This is an optimization exercise on Yosys and OpenROAD, whose aim is a short achievable clock period and few clock cycles, not a production implementation.
Only simulation tests tie the RTL to the original design; equivalence was not proved.
Power and IR drop assume default switching activity.

$ cat run.sh
#!/bin/bash
# synth_recipe.tcl (not shown) runs the flow's synth.tcl, then flattens the netlist and writes it again
# the make line also repeats each setting of config.mk as NAME=value (left out here)
make -C /OpenROAD-flow-scripts/flow DESIGN_CONFIG=/design/flow/config.mk WORK_HOME=/design/flow/orfs CLKGATE_MAP_FILE= SYNTH_SCRIPT=/design/flow/synth_recipe.tcl finish
$ cat config.mk
export PLATFORM = sky130hd
export DESIGN_NAME = cpuTop
export DESIGN_NICKNAME = cpuTop
export VERILOG_FILES = /design/flow/design.v
export SDC_FILE = /design/flow/constraint.sdc
export NUM_CORES = 4
export LEC_CHECK = 0
export ABC_CLOCK_PERIOD_IN_PS = 4000
export CAP_MARGIN = 20
export CORE_MARGIN = 2
export CORE_UTILIZATION = 40
export SETUP_SLACK_MARGIN = 5
export SLEW_MARGIN = 20
$ cat constraint.sdc
create_clock -name core_clock -period 9.0 [get_ports {iClk}]
set_input_delay 1.8000 -clock core_clock [delete_from_list [all_inputs] [get_ports {iClk}]]
set_output_delay 1.8000 -clock core_clock [all_outputs]
set_load 0.01 [all_outputs]
$ cat design.v
`timescale 1ns/1ps
`default_nettype none
package cpuPkg;
    typedef enum logic [2:0] {
        stFetch     = 3'd0,
        stDecode    = 3'd1,
        stExecute   = 3'd2,
        stMemory    = 3'd3,
        stWriteback = 3'd4,
        stSkip      = 3'd5,
        stHalt      = 3'd6
    } seqState;
    typedef enum logic [2:0] {
        clBranch   = 3'd0,
        clLoad     = 3'd1,
        clStore    = 3'd2,
        clDirect   = 3'd3,
        clDirectOr = 3'd4,
        clAlu      = 3'd5,
        clHalt     = 3'd6,
        clNop      = 3'd7
    } instClass;
    typedef enum logic [4:0] {
        opAdd  = 5'd0,
        opSub  = 5'd1,
        opAnd  = 5'd2,
        opOr   = 5'd3,
        opXor  = 5'd4,
        opNot  = 5'd5,
        opShl  = 5'd6,
        opAsr  = 5'd7,
        opShr  = 5'd8,
        opRor  = 5'd9,
        opRol  = 5'd10,
        opAndn = 5'd11,
        opPass = 5'd12
    } aluOp;
    typedef enum logic [3:0] {
        cAlways, cZero, cNotZero, cCarry, cNotCarry, cNeg, cNotNeg, cOver,
        cNotOver, cHigher, cLowerSame, cGreaterEq, cLess, cGreater, cLessEq, cNever
    } condCode;
endpackage
`default_nettype wire
`timescale 1ns/1ps
`default_nettype none
module alu (
    input  wire  [31:0] a,
    input  wire  [31:0] b,
    input  wire  [12:0] sel,
    output logic [31:0] result,
    output logic        carry,
    output logic        over
);
    logic        sub;
    logic [31:0] bx;
    logic [32:0] sum;
    logic [4:0]  sh;
    logic [63:0] dbl;
    logic [31:0] ror;
    logic [31:0] rol;
    logic [31:0] shl;
    logic [31:0] shr;
    logic [31:0] asr;
    assign sub = sel[1];
    assign bx  = b ^ {32{sub}};
    assign sum = {1'b0, a} + {1'b0, bx} + {32'd0, sub};
    assign sh  = b[4:0];
    assign dbl = {a, a};
    assign ror = 32'(dbl >> sh);
    assign rol = 32'((dbl << sh) >> 32);
    assign shl = a << sh;
    assign shr = a >> sh;
    assign asr = $signed(a) >>> sh;
    always_comb begin
        result = ({32{sel[0] | sel[1]}} & sum[31:0]) |
                 ({32{sel[2]}}  & (a & b)) |
                 ({32{sel[3]}}  & (a | b)) |
                 ({32{sel[4]}}  & (a ^ b)) |
                 ({32{sel[5]}}  & ~a) |
                 ({32{sel[6]}}  & shl) |
                 ({32{sel[7]}}  & asr) |
                 ({32{sel[8]}}  & shr) |
                 ({32{sel[9]}}  & ror) |
                 ({32{sel[10]}} & rol) |
                 ({32{sel[11]}} & (a & ~b)) |
                 ({32{sel[12]}} & b);
    end
    assign carry = (sel[0] | sel[1]) & sum[32];
    assign over  = (sel[0] | sel[1]) & (a[31] == bx[31]) & (sum[31] != a[31]);
endmodule
`default_nettype wire
`timescale 1ns/1ps
`default_nettype none
module cpuTop (
    input  wire                  iClk,
    input  wire                  rstN,
    output logic                 wbCyc,
    output logic                 wbStb,
    output logic                 wbWe,
    output logic [32-1:0] wbAdr,
    output logic [32-1:0] wbDatO,
    input  wire  [32-1:0] wbDatI,
    input  wire                  wbAck,
    output logic                 halt
);
    localparam int CL = 6;             
    localparam int NL = 1 << CL;
    localparam int TW = 32 - CL;       
    localparam int K  = 32;            
    localparam int QD = 2;             
    localparam int QW = 1;              
    localparam int BL = 4;             
    localparam int NB = 1 << BL;
    localparam int BT = 8;             
    logic [31:0]   icData [0:NL-1];
    logic [TW-1:0] icTag  [0:NL-1];
    logic [NL-1:0] icValid;
    logic [31:0]   pc;
    logic [NL-1:0] pcOH;              
    logic [31:0]   pf;
    logic          pfStop;
    logic          pfReq;             
    logic [31:0]   pf1;               
    logic          missReset;         
    logic [NB-1:0] btbValid;
    logic [BT-1:0] btbTag [0:NB-1];
    logic [31:0]   btbTgt [0:NB-1];
    logic          idValid;
    logic [31:0]   ir;
    logic [31:0]   idPc;
    logic          idPred;            
    logic [31:0]   idTgt;
    logic          exValid;
    logic [12:0]   exSel;             
    logic [31:0]   exA;
    logic [31:0]   exB;
    logic [31:0]   exSD;
    logic [3:0]    exRd;
    logic          exWr;
    logic          exFl;
    logic          exBr;
    logic [3:0]    exCond;
    logic          exLd;
    logic          exSt;
    logic          exHalt;
    logic [31:0]   exPc;
    logic          exPred;
    logic [31:0]   exTgt;
    logic [31:0]   rf [0:15];
    logic [3:0]    flags;             
    logic          fC;
    logic          fV;
    logic [31:0]   fRes;              
    logic [15:0]   pend;
    logic          ldValid;
    logic [3:0]    ldRd;
    logic [31:0]   ldData;
    logic          wbV;               
    logic [3:0]    wbRd;
    logic [31:0]   wbRes;
    logic          brSet;             
    logic          brClr;
    logic [BL-1:0] brIdx;
    logic [BT-1:0] brTag;
    logic [31:0]   brTgt;
    logic [31:0]   qAdr  [0:QD-1];
    logic [31:0]   qDat  [0:QD-1];
    logic [3:0]    qRd   [0:QD-1];
    logic          qWe   [0:QD-1];
    logic [QW:0]   qCnt;
    logic [QW-1:0] qHead;
    logic [QW-1:0] qTail;
    logic          fillV;
    logic [NL-1:0] fillOH;            
    logic [31:0]   fillAdr;
    logic [31:0]   fillDat;
    logic          busData;
    logic [3:0]    busRd;
    logic          hit;
    logic [31:0]   ifWord;
    logic          pf1InWin;
    logic          pfGo;
    logic [31:0]   pfDist;
    logic          pfInWin;
    logic          pcInFlight;
    logic          missNow;
    always_comb begin
        hit    = 1'b0;
        ifWord = 32'd0;
        for (int i = 0; i < NL; i++) begin
            hit    = hit | (pcOH[i] & icValid[i] & (icTag[i] == pc[31:CL]));
            ifWord = ifWord | ({32{pcOH[i]}} & icData[i]);
        end
    end
    assign pfDist   = pf - pc;
    assign pfInWin  = (pfDist < K);
    assign pf1InWin = ((pfDist + 32'd1) < K);
    logic [BL-1:0] pcBIdx;
    logic          pred;
    assign pcBIdx = pc[BL-1:0];
    assign pred   = btbValid[pcBIdx] && (btbTag[pcBIdx] == pc[BL+BT-1:BL]);
    assign pcInFlight = (wbCyc && !busData && (wbAdr == pc)) || (fillV && (fillAdr == pc));
    assign missNow    = !hit && !pcInFlight;
    logic        dBr, dLd, dSt, dDir, dDirOr, dAlu, dHalt, dImm;
    logic [3:0]  raIdx, rbIdx, rdIdx;
    logic        usesA, usesB, writesRd;
    logic        fBr, fLd, fSt, fDir, fAlu;
    logic [3:0]  fRa, fRb, fRd;
    logic        fUA, fUB, fWr;
    logic [12:0] dSel;
    logic [31:0] imm20z, imm20s, dirImm, aluImm;
    logic [31:0] rfA, rfB, opA, opB, bSel;
    logic [15:0] busyV;
    logic        hazard;
    assign dBr    = ir[31];
    assign dLd    = (ir[31:29] == 3'b010);
    assign dSt    = (ir[31:29] == 3'b011);
    assign dDir   = (ir[31:28] == 4'b0010);
    assign dDirOr = (ir[31:28] == 4'b0011);
    assign dAlu   = (ir[31:28] == 4'b0001) && (ir[24:20] <= 5'd11);
    assign dHalt  = (ir[31:26] == 6'b000001) && (ir[25:20] == 6'd2);
    assign dImm   = ir[27];
    assign fBr  = ifWord[31];
    assign fLd  = (ifWord[31:29] == 3'b010);
    assign fSt  = (ifWord[31:29] == 3'b011);
    assign fDir = (ifWord[31:29] == 3'b001);
    assign fAlu = (ifWord[31:28] == 4'b0001) && (ifWord[24:20] <= 5'd11);
    assign fRa  = fBr ? ifWord[23:20] : (ifWord[31:28] == 4'b0001) ? ifWord[15:12] : ifWord[27:24];
    assign fRb  = fSt ? ifWord[23:20] : ifWord[11:8];
    assign fRd  = fLd ? ifWord[23:20] : fDir ? ifWord[27:24] : ifWord[19:16];
    assign fUA  = fBr || fLd || fSt || (ifWord[31:28] == 4'b0011) || fAlu;
    assign fUB  = fSt || (fAlu && !ifWord[27]);
    assign fWr  = fLd || fDir || fAlu;
    always_comb begin
        dSel = '0;
        if (dAlu)        dSel[ir[23:20]] = 1'b1;
        else if (dDirOr) dSel[3] = 1'b1;
        else if (dDir)   dSel[12] = 1'b1;
        else             dSel[0] = 1'b1;
    end
    assign imm20z = {12'd0, ir[19:0]};
    assign imm20s = {{12{ir[19]}}, ir[19:0]};
    assign dirImm = imm20z << {ir[23:20], 1'b0};
    assign aluImm = {24'd0, ir[7:0]} << {ir[11:8], 1'b0};
    always_comb begin
        busyV = pend;
        if (exValid && exLd) busyV[exRd] = 1'b1;
        if (ldValid) busyV[ldRd] = 1'b0;
    end
    assign hazard = (usesA && busyV[raIdx]) || (usesB && busyV[rbIdx]) ||
                    (writesRd && busyV[rdIdx]);
    logic [31:0] res;
    logic        aluC;
    logic        aluV;
    logic        condOk;
    logic        taken;
    logic        exMem;
    logic        qFull;
    logic        exStall;
    logic        exWrNow;
    logic        push;
    logic        idAdvance;
    logic        idAccept;
    alu u_alu (.a(exA), .b(exB), .sel(exSel), .result(res), .carry(aluC), .over(aluV));
    assign flags = {fC, (fRes == 32'd0), fRes[31], fV};
    always_comb begin
        case (exCond)
            4'd0:    condOk = 1'b1;
            4'd1:    condOk = flags[2];
            4'd2:    condOk = !flags[2];
            4'd3:    condOk = flags[3];
            4'd4:    condOk = !flags[3];
            4'd5:    condOk = flags[1];
            4'd6:    condOk = !flags[1];
            4'd7:    condOk = flags[0];
            4'd8:    condOk = !flags[0];
            4'd9:    condOk = flags[3] && !flags[2];
            4'd10:   condOk = !flags[3] || flags[2];
            4'd11:   condOk = (flags[1] == flags[0]);
            4'd12:   condOk = (flags[1] != flags[0]);
            4'd13:   condOk = !flags[2] && (flags[1] == flags[0]);
            4'd14:   condOk = flags[2] || (flags[1] != flags[0]);
            default: condOk = 1'b0;
        endcase
    end
    logic        tgtOk;
    logic [31:0] exPc1;
    logic [31:0] redirPc;
    logic [31:0] cIn;
    logic [31:0] cOut;
    assign cIn     = exA ^ exB ^ exTgt;
    assign cOut    = (exA & exB) | ((exA ^ exB) & cIn);
    assign tgtOk   = !cIn[0] && (cIn[31:1] == cOut[30:0]);
    assign exPc1   = exPc + 32'd1;
    assign taken   = exValid && (exBr ? (condOk ? !(exPred && tgtOk) : exPred) : exPred);
    assign redirPc = (exBr && condOk) ? res : exPc1;
    assign exMem   = exLd || exSt;
    assign qFull   = (qCnt == QD);
    assign exStall = exValid && ((exMem && qFull) || exHalt);
    assign exWrNow = exValid && exWr;
    assign push    = exValid && exMem && !qFull && !launchEx;
    assign idAdvance = idValid && !hazard && !exStall;
    assign idAccept  = !idValid || idAdvance;
    assign rfA = (exWrNow && exRd == raIdx) ? res :
                 (wbV && wbRd == raIdx) ? wbRes :
                 (ldValid && ldRd == raIdx) ? ldData : rf[raIdx];
    assign rfB = (exWrNow && exRd == rbIdx) ? res :
                 (wbV && wbRd == rbIdx) ? wbRes :
                 (ldValid && ldRd == rbIdx) ? ldData : rf[rbIdx];
    assign bSel = dBr ? imm20s :
                  (dLd || dSt) ? imm20z :
                  (dDir || dDirOr) ? dirImm :
                  dImm ? aluImm : rfB;
    logic          canLaunch;
    logic          launchData;
    logic          launchEx;          
    logic          launchFetch;
    logic          haltPend;
    logic          ackFetchHalt;
    assign haltPend    = exValid && exHalt;
    assign pfGo        = !pfStop && !haltPend && !halt;
    assign canLaunch   = !wbCyc || wbAck;
    assign launchData  = canLaunch && (qCnt != 0) && !halt;
    assign launchEx    = canLaunch && (qCnt == 0) && exValid && exMem && !halt;
    assign launchFetch = canLaunch && (qCnt == 0) && !(exValid && exMem) && pfReq;
    assign ackFetchHalt = (fillDat[31:20] == 12'b0000_0100_0010);
    assign wbStb = wbCyc;
    always_ff @(posedge iClk) begin
        if (!rstN) begin
            wbCyc    <= 1'b0;
            busData  <= 1'b0;
        end else begin
            if (launchData || launchEx) begin
                wbCyc   <= 1'b1;
                busData <= 1'b1;
            end else if (launchFetch) begin
                wbCyc    <= 1'b1;
                busData  <= 1'b0;
            end else if (wbAck) begin
                wbCyc <= 1'b0;
            end
        end
    end
    always_ff @(posedge iClk) begin
        if (launchData) begin
            wbAdr  <= qAdr[qHead];
            wbWe   <= qWe[qHead];
            wbDatO <= qDat[qHead];
            busRd  <= qRd[qHead];
        end else if (launchEx) begin
            wbAdr  <= res;
            wbWe   <= exSt;
            wbDatO <= exSD;
            busRd  <= exRd;
        end else if (launchFetch) begin
            wbAdr <= pf;
            wbWe  <= 1'b0;
        end
    end
    always_ff @(posedge iClk) begin
        for (int i = 0; i < NL; i++) begin
            if (fillOH[i]) begin
                icData[i] <= fillDat;
                icTag[i]  <= fillAdr[31:CL];
            end
        end
    end
    always_ff @(posedge iClk) begin
        if (!rstN) begin
            fillV  <= 1'b0;
            fillOH <= '0;
        end else begin
            fillV  <= wbCyc && wbAck && !busData;
            fillOH <= (wbCyc && wbAck && !busData) ? (NL'(1) << wbAdr[CL-1:0]) : '0;
        end
    end
    always_ff @(posedge iClk) begin
        fillAdr <= wbAdr;
        fillDat <= wbDatI;
    end
    always_ff @(posedge iClk) begin
        if (!rstN) begin
            icValid <= '0;
        end else begin
            icValid <= icValid | fillOH;
        end
    end
    always_ff @(posedge iClk) begin
        if (!rstN) begin
            pc      <= 32'h0000_0000;
            pcOH    <= NL'(1) << 32'h0000_0000;
            pf      <= 32'h0000_0000;
            pf1     <= 32'h0000_0000 + 32'd1;
            pfStop  <= 1'b0;
            pfReq   <= 1'b0;
            idValid <= 1'b0;
            missReset <= 1'b0;
        end else begin
            if (taken) begin
                pc      <= redirPc;
                pcOH    <= NL'(1) << redirPc[CL-1:0];
                idValid <= 1'b0;
            end else if (hit && idAccept) begin
                pc      <= pred ? btbTgt[pcBIdx] : pc + 32'd1;
                pcOH    <= pred ? NL'(1) << btbTgt[pcBIdx][CL-1:0] : {pcOH[NL-2:0], pcOH[NL-1]};
                idValid <= 1'b1;
            end else if (idAdvance) begin
                idValid <= 1'b0;
            end
            if (missReset) begin
                pf    <= pc;
                pf1   <= pc + 32'd1;
                pfReq <= !haltPend && !halt;
            end else if (launchFetch) begin
                pf    <= pf1;
                pf1   <= pf1 + 32'd1;
                pfReq <= pfGo && pf1InWin;
            end else begin
                pfReq <= pfGo && pfInWin;
            end
            missReset <= missNow && (pf != pc) && !missReset;
            if (missNow) begin
                pfStop <= 1'b0;
            end else if (fillV && ackFetchHalt) begin
                pfStop <= 1'b1;
            end
        end
    end
    always_ff @(posedge iClk) begin
        if (idAccept) begin
            ir     <= ifWord;
            idPc   <= pc;
            idPred <= pred;
            idTgt  <= btbTgt[pcBIdx];
            raIdx    <= fRa;
            rbIdx    <= fRb;
            rdIdx    <= fRd;
            usesA    <= fUA;
            usesB    <= fUB;
            writesRd <= fWr;
        end
    end
    always_ff @(posedge iClk) begin
        if (!rstN) begin
            exValid <= 1'b0;
        end else if (!exStall) begin
            exValid <= idAdvance && !taken;
        end
    end
    always_ff @(posedge iClk) begin
        if (!exStall) begin
            exSel  <= dSel;
            exA    <= rfA;
            exB    <= bSel;
            exSD   <= rfB;
            exRd   <= rdIdx;
            exWr   <= dDir || dDirOr || dAlu;
            exFl   <= dAlu;
            exBr   <= dBr;
            exCond <= ir[27:24];
            exLd   <= dLd;
            exSt   <= dSt;
            exHalt <= dHalt;
            exPc   <= idPc;
            exPred <= idPred;
            exTgt  <= idTgt;
        end
    end
    always_ff @(posedge iClk) begin
        if (!rstN) begin
            btbValid <= '0;
        end else if (brSet) begin
            btbValid[brIdx] <= 1'b1;
        end else if (brClr) begin
            btbValid[brIdx] <= 1'b0;
        end
    end
    always_ff @(posedge iClk) begin
        if (brSet) begin
            btbTag[brIdx] <= brTag;
            btbTgt[brIdx] <= brTgt;
        end
    end
    always_ff @(posedge iClk) begin
        if (!rstN) begin
            brSet <= 1'b0;
            brClr <= 1'b0;
        end else begin
            brSet <= exValid && exBr && condOk;
            brClr <= exValid && exPred;
        end
    end
    always_ff @(posedge iClk) begin
        brIdx <= exPc[BL-1:0];
        brTag <= exPc[BL+BT-1:BL];
        brTgt <= res;
    end
    always_ff @(posedge iClk) begin
        if (wbV) rf[wbRd] <= wbRes;
        if (ldValid) rf[ldRd] <= ldData;
    end
    always_ff @(posedge iClk) begin
        if (!rstN) begin
            wbV <= 1'b0;
        end else begin
            wbV <= exWrNow;
        end
    end
    always_ff @(posedge iClk) begin
        wbRd  <= exRd;
        wbRes <= res;
    end
    always_ff @(posedge iClk) begin
        if (!rstN) begin
            fC   <= 1'b0;
            fV   <= 1'b0;
            fRes <= 32'd1;
        end else if (exValid && exFl) begin
            fC   <= aluC;
            fV   <= aluV;
            fRes <= res;
        end
    end
    always_ff @(posedge iClk) begin
        if (!rstN) begin
            pend    <= '0;
            ldValid <= 1'b0;
        end else begin
            if (ldValid) pend[ldRd] <= 1'b0;
            if ((push || launchEx) && exLd) pend[exRd] <= 1'b1;
            ldValid <= wbCyc && wbAck && busData && !wbWe;
        end
    end
    always_ff @(posedge iClk) begin
        ldRd   <= busRd;
        ldData <= wbDatI;
    end
    always_ff @(posedge iClk) begin
        if (push) begin
            qAdr[qTail] <= res;
            qDat[qTail] <= exSD;
            qRd[qTail]  <= exRd;
            qWe[qTail]  <= exSt;
        end
    end
    always_ff @(posedge iClk) begin
        if (!rstN) begin
            qCnt  <= '0;
            qHead <= '0;
            qTail <= '0;
        end else begin
            if (push) qTail <= qTail + 1'b1;
            if (launchData) qHead <= qHead + 1'b1;
            qCnt <= qCnt + (push ? 1'b1 : 1'b0) - (launchData ? 1'b1 : 1'b0);
        end
    end
    always_ff @(posedge iClk) begin
        if (!rstN) begin
            halt <= 1'b0;
        end else if (haltPend && (qCnt == 0) && canLaunch) begin
            halt <= 1'b1;
        end
    end
endmodule
`default_nettype wire
==> results of run 1 <==
synthesized netlist by cell type, drive strengths merged, types with 16 or more instances:
cell	instances
o21ai	337
a221oi	514
o211ai	100
o211a	66
inv	207
ha	182
o2111ai	19
mux2i	247
nand3	169
and4	16
xnor2	935
fa	33
clkbuf	708
nand2	829
o21a	18
o221ai	108
mux2	564
and3	64
nor2	619
or3	23
a21oi	312
a211oi	120
or4	38
o41ai	41
nand4	404
nor3	157
o22ai	40
nand2b	34
and2	26
a21o	44
nor4	323
o31ai	18
xor2	1034
or2	27
a31oi	39
edfxtp	5371
dfxtp	500
buf	416
nor2b	31
a22oi	145
mux4	585
a22o	474
nor3b	18
registers in the layout, summed over array words and instances (netlist names), 64 cells and up, named ones only:
name     flops
btbTag     128
btbTgt     512
fillOH      64
icData    2048
icTag     1664
icValid     64
pcOH        64
qAdr        64
qDat        64
rf         512
through the flow:
| step | setup WS (ns) | hold slack [ns] | cells | utilization, % |
|---|---|---|---|---|
| global route | 4.82 | 0.378 | 25700 | 46.9 |
| finish | 4.68 | 0.368 | 25700 | 47.0 |
| CTS | 4.88 | 0.370 | 25600 | 46.5 |
| detailed placement | 3.18 | 0.352 | 24100 | 42.2 |
| global placement | 2.88 | 0.330 | 24100 | 42.2 |
| floorplan | 3.52 | 0.323 | 16200 | - |
worst max-delay path, stage by stage, from the launching register on:
cell and delay [ns]:
dfxtp_2 0.31, buf_4 0.49, nand3_1 0.53, nor4_1 0.62, nand4_1 0.24, nand4_1 0.23
nor4_4 0.08, nand2_1 0.18, nor4_4 0.07, buf_6 0.16, nor2_4 0.11, buf_8 0.15
o211ai_1 0.21, a311oi_2 0.69
worst paths after layout:
check | cells after the start | from | end | slack, ns
max | 13 | pcOH[53] | pc[13] | 4.68
min | 0 | busRd[2] | ldRd[2] | 0.37
max reg2reg | 13 | pcOH[53] | pc[13] | 4.68
min reg2reg | 0 | busRd[2] | ldRd[2] | 0.37
placed cells by master, fill, tap and decap left out, types with 473 or more instances in the layout:
cell type     n
a22o_1      473
xor2_1     1026
clkbuf_16   641
nor2_1      590
nand2_1     795
mux4_2      585
xnor2_1     929
buf_4       792
edfxtp_1   5371
a221oi_1    504
mux2_2      556
power groups by stage:
stage | Clock (mW) | Sequential [mW] | Combinational [mW]
6_report | 25.6 | 32.8 | 4.75
5_1_grt | 26.7 | 32.8 | 4.79
4_1_cts | 25.6 | 32.8 | 4.53
3_5_place_dp | 0 | 33.6 | 4.12
3_3_place_gp | 0 | 33.5 | 4.09
2_1_floorplan | 0 | 32.9 | 1.40
per-layer routing:
layer  up-vias  global-route usage, %
met5         -                      0
met2     13800                   47.2
met3      3443                   9.67
li1      64900                      -
met4        54                   20.0
met1     87400                   41.1
cells by family (layout without fill, tap and decap cells):
logic type	Yosys count	after routing	synth area share, %
simple gates	2824	2825	5.52
flops	5871	5871	67.9
compound gates	2549	2550	7.67
mux	1396	1396	8.72
xor+xnor	1969	1969	6.84
other cells	0	48	0
fa+ha+maj	215	215	1.16
buf+inv	1336	2525	2.18
final cells by class:
cell class	count	area (um2)	share of cell area [%]
Antenna cell	48	120	0.0407
Clock buffer	810	16800	5.69
Clock inverter	329	3210	1.09
Inverter	212	921	0.312
Multi-Input combinational cell	8955	79000	26.8
Sequential cell	5871	172000	58.3
Tap cell	8350	10400	3.54
Timing Repair Buffer	1173	12400	4.20
Timing Repair inverter	1	8.76	0.00297
repair_timing:
action                                  4_1_cts  5_1_grt
gates cloned                                 34       16
pin swaps                                    90       66
endpoints found under the setup margin      594      227
setup buffers                               319      125
hold buffers                                  0        0
gates resized for setup                     593      332
==> impl_metrics.ini, run 1 <==
[grt]
grt_pass1_wl_mm = 1400
grt_max_degree = 164
antenna_found_initial = 99
gr-total-overflow = 0
grt_pass1_vias = 157000
grt_util_all_layers_pct = 31.9

[clocking]
clock_latency_ns = 1.16
cts_buffers = 622
clk_pin_slew_ns = 0.07
numClockSinks = 5871
clockBufferDepth = 4
cts_tree = done
h-tree-depth = 6
root_buffer = clkbuf_16

[yosys]
syn_avg_cell_area_um2 = 15.6
synth_area_leader_cell = edfxtp_1
synth-edff-count = 5371
synth_top_cell_area_share_pct = 63.9
synth_async_sr_flop_share_pct = 0
ys.warnings.count = 4
synth_cells = 16200
synth.area.top_cells = edfxtp_1, mux4_2, dfxtp_1
seq_area_frac_synth_pct = 67.9
synth_flop_cell = edfxtp_1
synth_fp_nets = 16400
yosysUniqueCellTypes = 107
syn_area_mm2 = 0.252
synth_seq_cells = 5871

[drt]
highest_layer = met5
wl_met3_mm = 146
dr.pass1.iters = 7
drt_iter0_markers = 30700
wl_met2_mm = 454
wl_met1_mm = 371
viasPerCell = 6.59
wl_per_cell_um = 41.0
vias = 170000
ant_nets = 0
drc = 0
wl_mm = 1050

[layout]
drive_above_1_share_pct = 22.4
fill_cells = 53600
stdcell_area_mm2 = 0.295
nets = 17100
syn2layout_area_growth_pct = 16.9

[placement]
port_buffers = 102
dpl-instance-area_mm2 = 0.265
place.gp.congestion = 0.986
hpwl_mm = 593

[floorplan]
core_mm2 = 0.628
initial_utilization_pct = 40.2
rows = 291
die-area_mm2 = 0.637
pin_count = 103
die_y_um = 798
die_w_um = 798

[worst_hold_path]
hold_class = flip-flop to flip-flop

[sta]
maxSlewHeadroom_pct = 9.83
final_hold_viol_count = 0
layout_min_cycle_time_ns = 4.32
setup_viol = 0
final.setup.tns_ns = 0
max_freq_ghz = 0.232
tightest_slew_ns = 1.35
slew_violations = 0
period_share_pct = 48.0
grt_setup_unrepaired = yes
finClkSkew_ns = 0.115

[power]
power_frac_clock_pct = 40.5
p_per_area_mw_per_mm2 = 214
p_comb_share_pct = 7.5
ir_drop_uv = 218
p_int_mw = 46.8
power_switching_share_pct = 25.9
power.switching_mw = 16.4
finalPower_mw = 63.1
power_leakage_nw = 98.2
power_frac_seq_pct = 52.0

[worst_setup_path]
required_ns = 9.92
cp_max_fo = 16
start_kind = flip-flop
crit_arrival_ns = 5.24
criticalPathCategory = flip-flop to flip-flop
setup.worst_path.end_class = flip-flop

[outcome]
outcome = complete, no violations

[run]
maxCapViolCount = 0
Testbench counts, summed over its fixed seeds: cycles 111,995.
==> run 2: changes to the inputs <==
--- a/design.v
+++ b/design.v
@@ -52,7 +52,6 @@
     output logic        over
 );
-    logic        sub;
-    logic [31:0] bx;
     logic [32:0] sum;
+    logic [32:0] dif;
     logic [4:0]  sh;
     logic [63:0] dbl;
@@ -62,7 +61,6 @@
     logic [31:0] shr;
     logic [31:0] asr;
-    assign sub = sel[1];
-    assign bx  = b ^ {32{sub}};
-    assign sum = {1'b0, a} + {1'b0, bx} + {32'd0, sub};
+    assign sum = {1'b0, a} + {1'b0, b};
+    assign dif = {1'b0, a} + {1'b0, ~b} + 33'd1;
     assign sh  = b[4:0];
     assign dbl = {a, a};
@@ -73,5 +71,6 @@
     assign asr = $signed(a) >>> sh;
     always_comb begin
-        result = ({32{sel[0] | sel[1]}} & sum[31:0]) |
+        result = ({32{sel[0]}}  & sum[31:0]) |
+                 ({32{sel[1]}}  & dif[31:0]) |
                  ({32{sel[2]}}  & (a & b)) |
                  ({32{sel[3]}}  & (a | b)) |
@@ -86,6 +85,7 @@
                  ({32{sel[12]}} & b);
     end
-    assign carry = (sel[0] | sel[1]) & sum[32];
-    assign over  = (sel[0] | sel[1]) & (a[31] == bx[31]) & (sum[31] != a[31]);
+    assign carry = (sel[0] & sum[32]) | (sel[1] & dif[32]);
+    assign over  = (sel[0] & (a[31] == b[31]) & (sum[31] != a[31])) |
+                   (sel[1] & (a[31] != b[31]) & (dif[31] != a[31]));
 endmodule
 `default_nettype wire
@@ -193,7 +193,7 @@
         end
     end
-    assign pfDist   = pf - pc;
+    assign pfDist   = {20'd0, pf[11:0] - pc[11:0]};
     assign pfInWin  = (pfDist < K);
-    assign pf1InWin = ((pfDist + 32'd1) < K);
+    assign pf1InWin = (12'(pfDist[11:0] + 12'd1) < K);
     logic [BL-1:0] pcBIdx;
     logic          pred;
@@ -211,5 +211,4 @@
     logic [31:0] imm20z, imm20s, dirImm, aluImm;
     logic [31:0] rfA, rfB, opA, opB, bSel;
-    logic [15:0] busyV;
     logic        hazard;
     assign dBr    = ir[31];
@@ -243,11 +242,9 @@
     assign dirImm = imm20z << {ir[23:20], 1'b0};
     assign aluImm = {24'd0, ir[7:0]} << {ir[11:8], 1'b0};
-    always_comb begin
-        busyV = pend;
-        if (exValid && exLd) busyV[exRd] = 1'b1;
-        if (ldValid) busyV[ldRd] = 1'b0;
-    end
-    assign hazard = (usesA && busyV[raIdx]) || (usesB && busyV[rbIdx]) ||
-                    (writesRd && busyV[rdIdx]);
+    logic busyA, busyB, busyD;
+    assign busyA = (pend[raIdx] || (exValid && exLd && exRd == raIdx)) && !(ldValid && ldRd == raIdx);
+    assign busyB = (pend[rbIdx] || (exValid && exLd && exRd == rbIdx)) && !(ldValid && ldRd == rbIdx);
+    assign busyD = (pend[rdIdx] || (exValid && exLd && exRd == rdIdx)) && !(ldValid && ldRd == rdIdx);
+    assign hazard = (usesA && busyA) || (usesB && busyB) || (writesRd && busyD);
     logic [31:0] res;
     logic        aluC;
==> run 2 against run 1 <==
Against the previous run: flip-flop and latch count stayed put; routed wire length is 0.31% higher; clock power is 2% lower; worst setup slack better by 0.19 ns; synthesized area is 0.45% higher; power is 0.73% higher; combinational power is 24% higher; clock skew is 0.0022 ns lower; via count is 0.76% higher; hold slack worse by 0.055 ns; cell count is 0.50% higher; design area is 0.24% lower; largest power group unchanged.
==> impl_metrics.ini, run 2 <==
[floorplan]
rows = 292
die-area_mm2 = 0.640
die_y_um = 800
core_mm2 = 0.632
initial_utilization_pct = 40.1
die_w_um = 800
pin_count = 103

[grt]
grt_max_degree = 151
grt_pass1_wl_mm = 1400
grt_util_all_layers_pct = 31.9
antenna_found_initial = 105
gr-total-overflow = 0
grt_pass1_vias = 158000

[worst_setup_path]
setup.worst_path.end_class = flip-flop
rr_worst_depth = 16
criticalPathCategory = flip-flop to flip-flop
r2r_start = exB[0]
cpLargestDelayFamily = buffers and inverters
cpPeakStageDelay_ns = 0.42
required_ns = 9.97
crit_end = pc[15]
crit_arrival_ns = 5.09
cp_slowest_cell = mux2i_2
start_kind = flip-flop
startpoint = exB[0]
cpMostUsedCell = buf_12
cp_num_buf_inv = 7
path_depth = 16
cp_max_fo = 14
reg2reg_setup_slack_ns = 4.88
reg2reg_to = pc[15]
crit_chain = buf_8 -> buf_12 -> buf_12 -> buf_4 -> clkbuf_16 -> mux4_2 -> mux2i_2 -> mux2_2 -> nor2_1 -> o21ai_1 -> o2111ai_2 -> a221oi_2 -> buf_6 -> clkinvlp_4 -> o211ai_1 -> o21ai_0

[clocking]
postCtsHoldBufs = 0
clockBufferDepth = 4
clock_latency_ns = 1.19
cts_tree = done
cts_buffers = 616
root_buffer = clkbuf_16
numClockSinks = 5871
clk_pin_slew_ns = 0.07
h-tree-depth = 6

[layout]
drive_above_1_share_pct = 22.0
layout_common_cells = edfxtp_1, xor2_1, buf_4
nets = 17100
layoutNonFillerInstCount = 25900
largest_reg_flops = 2048
top_regs = icData: 2048 flops, icTag: 1664 flops
syn2layout_area_growth_pct = 16.1
regArea_mm2 = 0.172
multiInputGateArea_mm2 = 0.0798
fill_cells = 54000
layout_commonest_cell = edfxtp_1
top_register = icData

[sta]
maxSlewHeadroom_pct = 12.7
setup_ws_ns = 4.88
slew_violations = 0
layout_min_cycle_time_ns = 4.12
final_hold_viol_count = 0
holdWs_ns = 0.313
period_share_pct = 45.8
final.setup.tns_ns = 0
tightest_slew_ns = 1.31
setup_viol = 0
grt_setup_unrepaired = yes
finClkSkew_ns = 0.113
max_freq_ghz = 0.243

[yosys]
ys_top_cells_by_count = edfxtp_1, xor2_1, clkbuf_1
ys.warnings.count = 4
synth_flop_cell = edfxtp_1
synth-edff-count = 5371
synth_seq_cells = 5871
syn_area_mm2 = 0.253
synth_fp_nets = 16600
synth_async_sr_flop_share_pct = 0
yosysUniqueCellTypes = 108
synth_top_cell_area_share_pct = 63.6
yosysMostFrequentCell = edfxtp_1
synth_area_leader_cell = edfxtp_1
seq_area_frac_synth_pct = 67.6
synth_cells = 16400
syn_avg_cell_area_um2 = 15.5
synth.area.top_cells = edfxtp_1, xor2_1, mux4_2

[drt]
wl_mm = 1060
drt_iter0_markers = 33100
dr.pass1.iters = 7
wl_per_cell_um = 40.9
ant_nets = 0
viasPerCell = 6.60
drc = 0
vias = 171000

[placement]
place.gp.congestion = 0.967
dp_slack_ns = 3.02
dp_cells = 24300
hpwl_mm = 607
port_buffers = 102

[power]
power_frac_seq_pct = 51.4
power_frac_clock_pct = 39.3
power.switching_mw = 16.8
p_comb_share_pct = 9.3
power_switching_share_pct = 26.4
p_per_area_mw_per_mm2 = 216
power_leakage_nw = 99.5
p_int_mw = 46.8
ir_drop_uv = 269

[worst_hold_path]
hold_class = flip-flop to flip-flop

[outcome]
outcome = complete, no violations

[run]
maxCapViolCount = 0
run 2: through the flow:
stage	total power [mW]	util [%]	area, um2
after floorplan	34.7	-	254000
after detailed placement	38.5	42.2	266000
after global routing	64.7	46.6	294000
final	63.6	46.6	294000
after global placement	38.4	42.1	266000
after CTS	63.3	46.3	292000
run 2: how the worst min path moves through the flow:
stage | startpoint | to | slack (ns) | cells past startpoint
floorplan | busRd[0] | ldRd[0] | 0.32 | 0
global placement | busRd[0] | ldRd[0] | 0.33 | 0
detailed placement | busRd[0] | ldRd[0] | 0.33 | 0
CTS | exPc[1] | brIdx[1] | 0.30 | 0
global route | exPc[1] | brIdx[1] | 0.34 | 0
finish | exPc[1] | brIdx[1] | 0.31 | 0
run 2: worst register-to-register path, cell delays in order, from the launching register on:
cell and delay [ns]:
edfxtp_1 0.40, buf_8 0.17, buf_12 0.15, buf_12 0.13, buf_4 0.14, clkbuf_16 0.20, mux4_2 0.33, mux2i_2 0.42
mux2_2 0.25, nor2_1 0.05, o21ai_1 0.18, o2111ai_2 0.33, a221oi_2 0.35, buf_6 0.25, clkinvlp_4 0.28, o211ai_1 0.25
o21ai_0 0.11
run 2: cell type report:
cell class                      count  area share (%)
Clock buffer                      838            5.78
Timing Repair inverter              3         0.00893
Antenna cell                       61          0.0519
Timing Repair Buffer             1112            3.88
Tap cell                         8379            3.56
Sequential cell                  5871            58.5
Clock inverter                    272           0.783
Multi-Input combinational cell   9073            27.1
Inverter                          269           0.376
run 2: power by group through the flow:
stage	clock network, mW	logic, mW	registers (mW)
final	25.0	5.88	32.7
after global routing	26.1	5.92	32.7
after CTS	25.0	5.60	32.7
after detailed placement	0	4.91	33.5
after global placement	0	4.88	33.5
after floorplan	0	1.68	33.0
run 2: per-layer routing:
layer | track usage [%] | part of all wire (%) | vias to the layer above
met5 | 0.202 | 0.042 | -
met1 | 43.2 | 37 | 88100
li1 | - | - | 65400
met3 | 9.27 | 14 | 2972
met2 | 47.0 | 43 | 14400
met4 | 16.1 | 6.4 | 46
run 2: cells by family after synthesis:
family                   count (synthesis)  share of synthesized area [%]
AND/OR/NAND/NOR                       2834                           5.51
adder cells (fa/ha/maj)                166                          0.920
AO/OA/AOI/OAI                         2614                           7.63
multiplexers                          1478                           9.22
flip-flops                            5871                           67.6
XOR/XNOR                              1973                           6.82
buffers and inverters                 1448                           2.30
run 2: repair_timing:
action | 4_1_cts | 5_1_grt
endpoints found under the hold margin | 0 | 0
setup endpoints to repair | 694 | 321
resized for setup | 560 | 245
setup buffers | 354 | 56
pin swaps | 73 | 74
gates cloned | 25 | 10
Testbench counts of run 2, summed over its fixed seeds: cycles 111,995.

## separate check: timing with driven ports
Ports are ideal in the flow. The routed layouts listed here were re-timed in OpenROAD. Step 1 assumes that a clkbuf_16 drives the clock port and a buf_2 every other input. Step 2 adds t to the input delays and takes it off the output delays; t is the mean of the earliest and latest rising clock arrival at the registers after step 1. Input paths then give back, and output paths get back, about the clock's delay inside the block. Slacks: ideal / step 1 / step 2; pairs: ideal / step 1.
| run | t (ns) | slack for setup (ns) | worst data-port slew with drivers (ns) |
|---|---|---|---|
| run 1 | 1.229 | 4.684 / 4.684 / 3.969 | 0.13 |
| run 2 | 1.272 | 4.877 / 4.877 / 3.973 | 0.25 |
After both steps setup and hold are still met in every run listed. For run 2, which loses most, drivers alone change the setup slack by 0.000 ns; drivers and shift together by -0.904 ns.
